Context: an optimization exercise on an open-source flow, tuned for a short achievable clock period and few clock cycles. The choices shown serve that exercise and are no tape-out recipe. Function was checked by simulation only, so behaviour that the tests miss may differ from the original. Power figures rest on the tool's default switching activity, not on a simulated workload.

===== flow/run.sh =====
#!/bin/bash
# synth_recipe.tcl (not shown) runs the flow's synth.tcl, then flattens the netlist and writes it again
# the make line also repeats each setting of config.mk as NAME=value (left out here)
make -C /OpenROAD-flow-scripts/flow DESIGN_CONFIG=/design/flow/config.mk WORK_HOME=/design/flow/orfs CLKGATE_MAP_FILE= SYNTH_SCRIPT=/design/flow/synth_recipe.tcl finish

===== flow/config.mk =====
export PLATFORM = sky130hd
export DESIGN_NAME = cpuTop
export DESIGN_NICKNAME = cpuTop
export VERILOG_FILES = /design/flow/design.v
export SDC_FILE = /design/flow/constraint.sdc
export NUM_CORES = 4
export LEC_CHECK = 0
export CAP_MARGIN = 20
export CORE_MARGIN = 2
export CORE_UTILIZATION = 40
export SLEW_MARGIN = 20

===== flow/constraint.sdc =====
create_clock -name core_clock -period 7.0 [get_ports {clk}]
set_input_delay 1.4000 -clock core_clock [delete_from_list [all_inputs] [get_ports {clk}]]
set_output_delay 1.4000 -clock core_clock [all_outputs]
set_load 0.01 [all_outputs]

===== flow/design.v =====
`timescale 1ns/1ns
package cpuIsaPkg;
    typedef logic [8-1:0] data_t;                  
    typedef logic [8-1:0] addr_t;                  
    typedef logic [$clog2(4)-1:0] regIdx_t;      
    typedef logic [2*8-1:0] instr_t;               
    typedef enum logic [3:0] {
        LDI = 4'd0,      
        LDM = 4'd1,      
        STM = 4'd2,      
        MOV = 4'd3,
        AND = 4'd4,
        OR  = 4'd5,
        NOT = 4'd6,
        ADD = 4'd7,
        SUB = 4'd8,
        LSL = 4'd9,
        LSR = 4'd10,
        INC = 4'd11,
        DEC = 4'd12,
        BRA = 4'd13,
        BNE = 4'd14,     
        NOP = 4'd15
    } opcode_e;
    typedef enum logic [1:0] {
        FETCH_HI = 2'd0,
        FETCH_LO = 2'd1,
        EXEC     = 2'd2
    } step_e;
    typedef struct packed {
        logic z;
        logic c;
        logic n;
    } flags_t;
    typedef enum logic [1:0] {
        WB_ALU = 2'd0,
        WB_IMM = 2'd1,
        WB_MEM = 2'd2
    } wbSrc_e;
    typedef struct packed {
        logic    regWe;
        regIdx_t regWsel;
        regIdx_t rdSelA;
        regIdx_t rdSelB;
        wbSrc_e  wbSrc;
        opcode_e aluOp;
        logic    flagsWe;
        logic    fetchHi;        
        logic    fetchLo;        
        logic    memWe;
        logic    branch;         
        logic    branchIfNz;     
        data_t   operand;        
    } ctrl_t;
    typedef struct packed {
        logic  we;
        addr_t addr;
        data_t data;
    } memLoad_t;
    typedef struct packed {
        logic  we;
        addr_t addr;
        data_t data;
    } memWrite_t;
    typedef struct packed {
        addr_t  pc;
        flags_t flags;
        logic   instrDone;
    } cpuStatus_t;
endpackage
`timescale 1ns/1ns
module instrDecoder
(
    input  logic   clk,
    input  logic   rst,
    input  cpuIsaPkg::data_t  rdData,
    input  cpuIsaPkg::flags_t flags,
    output cpuIsaPkg::ctrl_t  ctrl,
    output logic   instrDone
);
    cpuIsaPkg::step_e   step;
    cpuIsaPkg::instr_t  ir;
    cpuIsaPkg::opcode_e opcode;
    cpuIsaPkg::regIdx_t dst;
    cpuIsaPkg::regIdx_t src;
    always_ff @(posedge clk) begin
        if (rst) begin
            step <= cpuIsaPkg::FETCH_HI;
        end else begin
            case (step)
                cpuIsaPkg::FETCH_HI: step <= cpuIsaPkg::FETCH_LO;
                cpuIsaPkg::FETCH_LO: step <= cpuIsaPkg::EXEC;
                default:  step <= cpuIsaPkg::FETCH_HI;
            endcase
        end
    end
    always_ff @(posedge clk) begin
        if (!rst && step == cpuIsaPkg::FETCH_HI) begin
            ir[15:8] <= rdData;
        end
        if (!rst && step == cpuIsaPkg::FETCH_LO) begin
            ir[7:0] <= rdData;
        end
    end
    assign opcode = cpuIsaPkg::opcode_e'(ir[15:12]);
    assign dst    = ir[11:10];
    assign src    = ir[9:8];
    always_comb begin
        ctrl         = '0;
        ctrl.regWsel = dst;
        ctrl.rdSelA  = dst;          
        ctrl.rdSelB  = src;
        ctrl.wbSrc   = cpuIsaPkg::WB_ALU;
        ctrl.aluOp   = opcode;
        ctrl.operand = ir[7:0];
        ctrl.fetchHi = (step == cpuIsaPkg::FETCH_HI);
        ctrl.fetchLo = (step == cpuIsaPkg::FETCH_LO);
        if (step == cpuIsaPkg::EXEC) begin
            case (opcode)
                cpuIsaPkg::LDI: begin
                    ctrl.regWe = 1'b1;
                    ctrl.wbSrc = cpuIsaPkg::WB_IMM;
                end
                cpuIsaPkg::LDM: begin
                    ctrl.regWe = 1'b1;
                    ctrl.wbSrc = cpuIsaPkg::WB_MEM;
                end
                cpuIsaPkg::STM: begin
                    ctrl.memWe  = 1'b1;
                    ctrl.rdSelA = src;   
                end
                cpuIsaPkg::MOV, cpuIsaPkg::AND, cpuIsaPkg::OR, cpuIsaPkg::NOT, cpuIsaPkg::ADD, cpuIsaPkg::SUB, cpuIsaPkg::LSL, cpuIsaPkg::LSR, cpuIsaPkg::INC, cpuIsaPkg::DEC: begin
                    ctrl.regWe   = 1'b1;
                    ctrl.flagsWe = 1'b1;
                end
                cpuIsaPkg::BRA: ctrl.branch = 1'b1;
                cpuIsaPkg::BNE: ctrl.branchIfNz = ~flags.z;
                default: ;
            endcase
        end
    end
    assign instrDone = (step == cpuIsaPkg::EXEC);
endmodule
`timescale 1ns/1ns
module regFile
(
    input  logic  clk,
    input  logic  rst,
    input  cpuIsaPkg::ctrl_t ctrl,
    input  cpuIsaPkg::data_t aluResult,
    input  cpuIsaPkg::data_t rdData,
    output cpuIsaPkg::data_t rdA,
    output cpuIsaPkg::data_t rdB
);
    cpuIsaPkg::data_t regs [4];
    cpuIsaPkg::data_t wbData;
    always_comb begin
        case (ctrl.wbSrc)
            cpuIsaPkg::WB_IMM:  wbData = ctrl.operand;
            cpuIsaPkg::WB_MEM:  wbData = rdData;        
            default: wbData = aluResult;
        endcase
    end
    always_ff @(posedge clk) begin
        if (rst) begin
            for (int i = 0; i < 4; i++) begin
                regs[i] <= '0;
            end
        end else if (ctrl.regWe) begin
            regs[ctrl.regWsel] <= wbData;
        end
    end
    assign rdA = regs[ctrl.rdSelA];
    assign rdB = regs[ctrl.rdSelB];
endmodule
`timescale 1ns/1ns
module aluCore
(
    input  logic   clk,
    input  logic   rst,
    input  cpuIsaPkg::ctrl_t  ctrl,
    input  cpuIsaPkg::data_t  a,
    input  cpuIsaPkg::data_t  b,
    output cpuIsaPkg::data_t  result,
    output cpuIsaPkg::flags_t flags
);
    logic carry;
    logic carryWe;
    always_comb begin
        carry   = flags.c;
        carryWe = 1'b0;
        case (ctrl.aluOp)
            cpuIsaPkg::MOV: result = b;
            cpuIsaPkg::AND: result = a & b;
            cpuIsaPkg::OR:  result = a | b;
            cpuIsaPkg::NOT: result = ~b;
            cpuIsaPkg::ADD: begin
                {carry, result} = {1'b0, a} + {1'b0, b};
                carryWe = 1'b1;
            end
            cpuIsaPkg::SUB: begin
                {carry, result} = {1'b0, a} - {1'b0, b};
                carry   = ~carry;            
                carryWe = 1'b1;
            end
            cpuIsaPkg::LSL: begin
                carry   = b[7];
                result  = {b[6:0], 1'b0};
                carryWe = 1'b1;
            end
            cpuIsaPkg::LSR: begin
                carry   = b[0];
                result  = {1'b0, b[7:1]};
                carryWe = 1'b1;
            end
            cpuIsaPkg::INC: result = b + 8'd1;
            cpuIsaPkg::DEC: result = b - 8'd1;
            default: result = '0;            
        endcase
    end
    always_ff @(posedge clk) begin
        if (rst) begin
            flags <= '0;
        end else if (ctrl.flagsWe) begin
            flags.z <= (result == '0);
            flags.n <= result[7];
            if (carryWe) begin
                flags.c <= carry;            
            end
        end
    end
endmodule
`timescale 1ns/1ns
module addrUnit
(
    input  logic  clk,
    input  logic  rst,
    input  cpuIsaPkg::ctrl_t ctrl,
    output cpuIsaPkg::addr_t pc,
    output cpuIsaPkg::addr_t memAddr
);
    logic fetching;
    logic taken;
    assign fetching = ctrl.fetchHi | ctrl.fetchLo;
    assign taken = ctrl.branch | ctrl.branchIfNz;
    always_ff @(posedge clk) begin
        if (rst) begin
            pc <= '0;
        end else if (fetching) begin
            pc <= pc + 8'd1;
        end else if (taken) begin
            pc <= cpuIsaPkg::addr_t'(ctrl.operand);     
        end
    end
    assign memAddr = fetching ? pc : cpuIsaPkg::addr_t'(ctrl.operand);
endmodule
`timescale 1ns/1ns
module dataMemory
(
    input  logic      clk,
    input  cpuIsaPkg::memLoad_t  load,
    input  cpuIsaPkg::addr_t     addr,
    input  cpuIsaPkg::memWrite_t wr,
    output cpuIsaPkg::data_t     rdData
);
    cpuIsaPkg::data_t mem [256];
    always_ff @(posedge clk) begin
        if (load.we) begin
            mem[load.addr] <= load.data;
        end else if (wr.we) begin
            mem[wr.addr] <= wr.data;
        end
    end
    assign rdData = mem[addr];
endmodule
`timescale 1ns/1ns
module cpuTop
(
    input  logic       clk,
    input  logic       rst,
    input  logic       load_we,
    input  logic [7:0] load_addr,
    input  logic [7:0] load_data,
    output logic       store_we,
    output logic [7:0] store_addr,
    output logic [7:0] store_data,
    output logic [7:0] status_pc,
    output logic [2:0] status_flags,
    output logic       status_instrDone
);
    cpuIsaPkg::ctrl_t     ctrl;
    cpuIsaPkg::data_t     rdData;
    cpuIsaPkg::data_t     rdA;
    cpuIsaPkg::data_t     rdB;
    cpuIsaPkg::data_t     aluResult;
    cpuIsaPkg::flags_t    flags;
    cpuIsaPkg::addr_t     pc;
    cpuIsaPkg::addr_t     memAddr;
    logic                 instrDone;
    cpuIsaPkg::memLoad_t  load;
    cpuIsaPkg::memWrite_t store;
    assign load.we   = load_we;
    assign load.addr = load_addr;
    assign load.data = load_data;
    instrDecoder decoder_i (
        .clk(clk), .rst(rst), .rdData(rdData), .flags(flags),
        .ctrl(ctrl), .instrDone(instrDone)
    );
    regFile regs_i (
        .clk(clk), .rst(rst), .ctrl(ctrl), .aluResult(aluResult),
        .rdData(rdData), .rdA(rdA), .rdB(rdB)
    );
    aluCore alu_i (
        .clk(clk), .rst(rst), .ctrl(ctrl), .a(rdA), .b(rdB),
        .result(aluResult), .flags(flags)
    );
    addrUnit addr_i (.clk(clk), .rst(rst), .ctrl(ctrl), .pc(pc), .memAddr(memAddr));
    dataMemory mem_i (
        .clk(clk), .load(load), .addr(memAddr), .wr(store), .rdData(rdData)
    );
    assign store.we   = ctrl.memWe;
    assign store.addr = cpuIsaPkg::addr_t'(ctrl.operand);
    assign store.data = rdA;
    assign store_we         = store.we;
    assign store_addr       = store.addr;
    assign store_data       = store.data;
    assign status_pc        = pc;
    assign status_flags     = flags;
    assign status_instrDone = instrDone;
endmodule

==> out/qor.txt, run 1 <==
LEAKAGE - 35.18 nW
Iteration-0 DRC Markers - 12774
Initial Utilization - 40.25%
synthesized cell area - 101300 sq um
Worst-Margin Slew - 1.381 ns
# setup viols final - 0
fraction of registers with async set/reset - 0%
die height - 507.2 um
critical path arrival - 6.74 ns
routed len/inst - 32.75 um
I/O Buffers - 47
RSZ-0062 raised after global routing - false
Vias/cell - 6.804
initial antenna violation count - 22
syn_area_per_cell - 11.93 sq um
grt ovf - 0
CP Capture Type - register
Synthesized Nets - 8545
pre-CTS setup slack - 1.151 ns
Setup Buffers After CTS - 0
CP cell instances - buf_4, buf_4, o21ai_4, nor2_4, buf_4, a22o_1, a2bb2oi_1, o41ai_2, a221oi_2, nor3b_1
CP max stage delay - 0.98 ns
maximum clock path buffer count - 3
fraction of layout instances using a drive strength above 1 - 7.726%
final hold vios - 0
DRT antenna net count - 0
layout net count - 8255
Slew HR - 7.943%
chip width - 507.2 um
Root Buffer Master - clkbuf_16
HP Class - register to register
hold_buf cts - 0
# DRC - 0
final worst setup slack - 0.8679 ns
achievable clock frequency - 0.1631 GHz
die area - 257200 sq um
routability cong. - 0.9230
TritonRoute pass-1 iters - 8
Power, Total - 31.08 mW
HPWL Detailed - 226.2 mm
global-route wire length before repair - 546.2 mm
Cell variety after synth - 104
most common cell after layout, fill and taps aside - edfxtp_1
yosys warns - 5
status - timing/DRC/antenna clean
Setup Skew - 0.06077 ns
most frequent cells in the layout - edfxtp_1 (2096), a211oi_1 (1006), a21oi_1 (900)
Seq/Total Area, Yosys - 62.44%
clock sink total - 2111
Slew Limit Fails - 0
clock latency on the worst-skew pair - 0.90 ns
Final Cycle Share - 87.60%
largest net degree at the start of global routing - 160
crit-path most repeated cell - buf_4
EDFF count, synth - 2096
Crit Path Class - register to register
# resized after CTS - 0
clk slew on worst S/H paths - 0.07 ns
# rows - 184
Routed WL - 384.5 mm
crit start category - register
gr usage total - 28.89%
crit-path max FO - 70
vias post-DR - 79872
PwrDens - 276.7 nW/um^2
CTS H-tree lvls - 4
P&R area growth vs syn - 10.89%
CTS buffer count - 222
# IOs - 48
Yosys reg bits - 2111
Max VDD drop - 255.0 uV
Most used DFF post-synth - edfxtp_1
Worst Path Required - 7.61 ns
max cap viols - 0
Gate Count Post-Synth - 8489
vias in the first global route - 74657
CTS tree - yes
CP max-delay cell - a2bb2oi_1
fin crit period - 6.132 ns
Core Footprint - 251600 sq um
-- synthesized netlist by cell type, drive strengths merged, types with 75 or more instances --
master	number	share of area, %
a211oi	1008	7.5
a21oi	901	4.5
a22oi	109	0.81
buf	514	2.6
clkbuf	284	1.1
edfxtp	2096	62
inv	207	0.77
nand2	343	1.3
nand2b	175	1.1
nand3	112	0.56
nor2	620	2.3
nor3	105	0.52
nor4	125	0.77
o2111ai	75	0.65
o211ai	175	1.3
o21ai	422	2.1
o21bai	247	1.8
o221ai	110	0.95
o22ai	92	0.58
-- metal layers --
layer / GRT usage [%] / wire length [um]
met1: 38.99 / 147100
met3: 7.885 / 48450
met4: 14.74 / 21790
met5: 0 / 112
met2: 42.67 / 167000
-- cells by family (layout without fill, tap and decap cells) --
group | after synthesis | count (layout) | synth area share, %
DFF | 2111 | 2111 | 62.44
xor gates and xnor gates | 6 | 6 | 0.05188
AOI/OAI and AO/OA | 3629 | 3629 | 24.30
and+or+nand+nor | 1653 | 1653 | 7.658
adders and majority gates | 37 | 37 | 0.4793
muxes | 48 | 48 | 0.6918
other | 0 | 17 | 0
buffers and inverters | 1005 | 890 | 4.374
-- where the power goes --
group          switching (mW)  internal [mW]  leakage [nW]
registers              0.0852           14.0          19.0
clock network            5.06           6.56          3.41
logic                    3.88           1.52          12.8
-- critical path, delay by kind of cell (launching register included) --
kind / cells / cell delay [ns]
flip-flops: 1 / 0.55
AO/OA/AOI/OAI: 5 / 2.50
buffers and inverters: 3 / 2.22
AND/OR/NAND/NOR: 2 / 0.48
-- worst paths after layout --
path | slack [ns] | startpoint | end | cells after the start
max reg2reg | 0.87 | decoder_i.step[1] | regs_i.regs[0][2] | 10
max | 0.87 | decoder_i.step[1] | regs_i.regs[0][2] | 10
min reg2reg | 0.52 | alu_i.flags[0] | alu_i.flags[0] | 2
min | 0.52 | alu_i.flags[0] | alu_i.flags[0] | 2
-- flip-flops by register name, summed over array words and instances (netlist names), named ones only --
name / count
mem_i.mem: 2048
regs_i.regs: 32
decoder_i.ir: 16
addr_i.pc: 8
alu_i.flags: 3
decoder_i.step: 2
-- cell type report --
cell class	instances	area, sq um
Fill cell	22329	139300
Sequential cell	2111	63250
Multi-Input combinational cell	5373	33980
Clock buffer	273	5789
Tap cell	3348	4189
Timing Repair Buffer	284	3055
Clock inverter	126	1181
Inverter	207	823.3
Antenna cell	17	42.54
-- per-stage QoR --
stage / cells / setup TNS [ns] / instance area, sq um / hold slack, ns / util, %
3_5_place_dp: 11321 / 0 / 105300 / 0.5060 / 41.83
5_1_grt: 11723 / 0 / 112300 / 0.5348 / 44.62
6_report: 11739 / 0 / 112300 / 0.5174 / 44.63
3_3_place_gp: 11317 / 0 / 105200 / 0.5139 / 41.80
2_1_floorplan: 8489 / -4775.58 / 101300 / 0.4757 / -
4_1_cts: 11720 / 0 / 112200 / 0.5209 / 44.60
Testbench counts, summed over its fixed seeds: cycles 16,969.
==> run 2, diff against run 1 <==
--- a/flow/config.mk
+++ b/flow/config.mk
@@ -9,3 +9,5 @@
 export CORE_MARGIN = 2
 export CORE_UTILIZATION = 40
+export SETUP_SLACK_MARGIN = 4.5
 export SLEW_MARGIN = 20
+export TNS_END_PERCENT = 5
==> out/qor.txt, run 2 <==
status - timing/DRC/antenna clean
Gate Count Post-Synth - 8489 (unchanged)
Slew HR - 21.92% (+14 points)
fin area - 123000 sq um (+9.5%)
Placed Area - 105600 sq um (+0.28%)
Worst Path Required - 7.69 ns (+0.08 ns)
TritonRoute pass-1 iters - 13 (+5)
Largest register FFs - 2048 (unchanged)
Final TNS setup - 0 ns (unchanged)
max cap viols - 0 (unchanged)
Core Footprint - 251600 sq um (unchanged)
fraction of registers with async set/reset - 0% (unchanged)
grt ovf - 0 (unchanged)
CP delay by family, top - simple AND/OR/NAND/NOR gates
most frequent cells in the layout - edfxtp_1 (2096), a211oi_1 (982), a21oi_1 (876)
RSZ-0062 raised after global routing - true
Routed WL - 446.8 mm (+16%)
final worst setup slack - 2.496 ns (+1.628 ns)
# IOs - 48 (unchanged)
Root Buffer Master - clkbuf_16
Synthesized Nets - 8545 (unchanged)
DRT antenna net count - 0 (unchanged)
Reg with most FFs - mem_i.mem
P&R area growth vs syn - 21.39%
fin crit period - 4.504 ns (-1.628 ns)
hold_ws - 0.5057 ns (-0.01174 ns)
PwrDens - 267.2 nW/um^2 (-3.4%)
leading area contributor after synthesis - edfxtp_1
LEAKAGE - 39.62 nW (+13%)
CTS buffer count - 218 (-1.8%)
Yosys reg bits - 2111 (unchanged)
CTS tree - yes
synthesized cell area - 101300 sq um (unchanged)
CP max-delay cell - nand4_1
layout net count - 8767 (+6.2%)
initial antenna violation count - 41 (+86%)
Seq/Total Area, Yosys - 62.44% (unchanged)
global-route wire length before repair - 615.4 mm (+13%)
Initial Utilization - 40.25% (unchanged)
# setup viols final - 0 (unchanged)
Iteration-0 DRC Markers - 14545 (+14%)
Area contributors post-synth - edfxtp_1 (62%), a211oi_1 (7.5%), a21oi_1 (4.4%)
fraction of layout instances using a drive strength above 1 - 17.86% (+10 points)
final hold vios - 0 (unchanged)
pre-CTS setup slack - 1.167 ns (+0.01607 ns)
critical path arrival - 5.19 ns (-1.55 ns)
cell with the most instances after synthesis - edfxtp_1
Worst-Margin Slew - 1.167 ns (-0.2140 ns)
Max VDD drop - 262.5 uV (+3.0%)
syn_area_per_cell - 11.93 sq um (unchanged)
HPWL Detailed - 233.6 mm (+3.3%)
routability cong. - 0.9600 (+4.0%)
CTS H-tree lvls - 4 (unchanged)
die area - 257200 sq um (unchanged)
CP Buf/Inv Count - 4 (+1)
Setup Skew - 0.07816 ns (+0.01739 ns)
Slew Limit Fails - 0 (unchanged)
HP Class - register to register
gr usage total - 33.34% (+4.4 points)
# DRC - 0 (unchanged)
crit-path max FO - 46 (-34%)
I/O Buffers - 47 (unchanged)
yosys warns - 5 (unchanged)
vias post-DR - 86133 (+7.8%)
CP Capture Type - register
# rows - 184 (unchanged)
largest net degree at the start of global routing - 165 (+3.1%)
crit-path most repeated cell - o2111ai_2
Cell variety after synth - 104 (unchanged)
chip width - 507.2 um (unchanged)
Largest regs - mem_i.mem x2048, regs_i.regs x32, decoder_i.ir x16
achievable clock frequency - 0.2220 GHz (+36%)
CP cell instances - buf_12, inv_16, buf_4, a211oi_1, nor4_2, o2111ai_2, a21boi_4, o2111ai_2, nand4_1, o22ai_4, buf_6, a221oi_4, nor3_1
clock latency on the worst-skew pair - 0.94 ns (+0.04 ns)
EDFF count, synth - 2096 (unchanged)
Final Cycle Share - 64.34% (-23 points)
die height - 507.2 um (unchanged)
Crit Path Class - register to register
clk slew on worst S/H paths - 0.07 ns (about the same)
clock sink total - 2111 (unchanged)
CP max stage delay - 0.82 ns (-0.16 ns)
most common cell after layout, fill and taps aside - edfxtp_1
maximum clock path buffer count - 3 (unchanged)
top post-synthesis cells by count - edfxtp_1 (2096), a211oi_1 (1008), a21oi_1 (900)
area share of the largest cell type after synthesis - 62.14% (unchanged)
vias in the first global route - 80375 (+7.7%)
Vias/cell - 7.020 (+3.2%)
Most used DFF post-synth - edfxtp_1
crit start category - register
routed len/inst - 36.41 um (+11%)
-- run 2: per-stage QoR --
stage	instances	power, mW	util [%]
finish	12269	32.86	48.86
global route	12244	33.42	48.84
CTS	12132	32.19	47.91
detailed placement	11370	19.59	41.95
global placement	11368	19.53	41.93
floorplan	8489	17.53	-
-- run 2: path summary, 6_finish.rpt --
path,startpoint,end,slack [ns],cells past startpoint
setup / recovery,decoder_i.ir[1],regs_i.regs[1][5],2.50,13
hold / removal,decoder_i.step[0],decoder_i.step[1],0.51,1
hold reg to reg,decoder_i.step[0],decoder_i.step[1],0.51,1
setup reg to reg,decoder_i.ir[1],regs_i.regs[1][5],2.50,13
-- run 2: report_power, final --
group / leakage (nW) / switching (mW) / internal, mW
logic: 17.2 / 4.88 / 2.40
registers: 19.0 / 0.0540 / 14.0
clock network: 3.36 / 5.18 / 6.37
total: 39.6 / 10.1 / 22.7
-- run 2: kinds of logic after synthesis --
group | after synthesis | synth area share, %
AND/OR/NAND/NOR | 1653 | 7.658
adder cells (fa/ha/maj) | 37 | 0.4793
buffers and inverters | 1005 | 4.374
flip-flops | 2111 | 62.44
XOR/XNOR | 6 | 0.05188
multiplexers | 48 | 0.6918
AO/OA/AOI/OAI | 3629 | 24.30
-- run 2: worst register-to-register path, cell delays in order, from the launching register on --
cell and delay (ns):
edfxtp_1 0.44, buf_12 0.22, inv_16 0.30, buf_4 0.50
a211oi_1 0.16, nor4_2 0.34, o2111ai_2 0.25, a21boi_4 0.25
o2111ai_2 0.20, nand4_1 0.82, o22ai_4 0.36, buf_6 0.19
a221oi_4 0.09, nor3_1 0.21
-- run 2: final cells by class --
| type | instances | area [sq um] |
|---|---|---|
| repair buffers | 778 | 10140 |
| well taps | 3348 | 4189 |
| clock inverters | 127 | 1217 |
| fillers | 21363 | 128700 |
| repair inverters | 8 | 70.07 |
| multi-input cells | 5387 | 37470 |
| flip-flops and latches | 2111 | 63260 |
| inverters | 207 | 868.3 |
| clock buffers | 273 | 5672 |
| diodes | 30 | 75.07 |
-- run 2: timing repair --
action / CTS / global route
hold buffers: 0 / 0
setup endpoints to repair: 4216 / 4216
setup buffers: 301 / 101
gates cloned: 61 / 6
pin swaps: 153 / 123
resized for setup: 804 / 251
-- run 2: layer usage --
layer  GRT usage (%)  up-vias  share of wire, %  wire [um]
met1           41.86    42442                34     154100
li1                -    34327                 -          -
met2           47.68     7453                41     185400
met3           12.48     1871                16      69610
met5          0.2222        -              0.12        523
met4           22.62       40               8.3      37150

## separate check: timing with driven ports
The results above use ideal ports. As a check the final layouts listed here were re-extracted and re-timed, cells and wires unchanged.
Step 1 sets driving cells, clkbuf_16 on the clock port and buf_2 on the other inputs (assumed; they add their load-dependent delay and slew).
Step 2 moves the port delays by t, midway between the first and last clock arrival at a register: inputs arrive t later, outputs are due t later. That takes back most of the time a late clock gives input paths.
Slacks: no drivers / after step 1 / after step 2; pairs: no drivers / after step 1.
run	t, ns	setup WS [ns]	worst register clock-pin slew, ns
run 1	0.952	0.868 / 0.868 / 0.868	0.07 / 0.07
run 2	1.006	2.496 / 2.496 / 2.038	0.07 / 0.07
After both steps setup and hold are still met in every run listed. The setup slack of run 2, which loses most, moves by 0.000 ns with the drivers and by -0.458 ns with both steps.
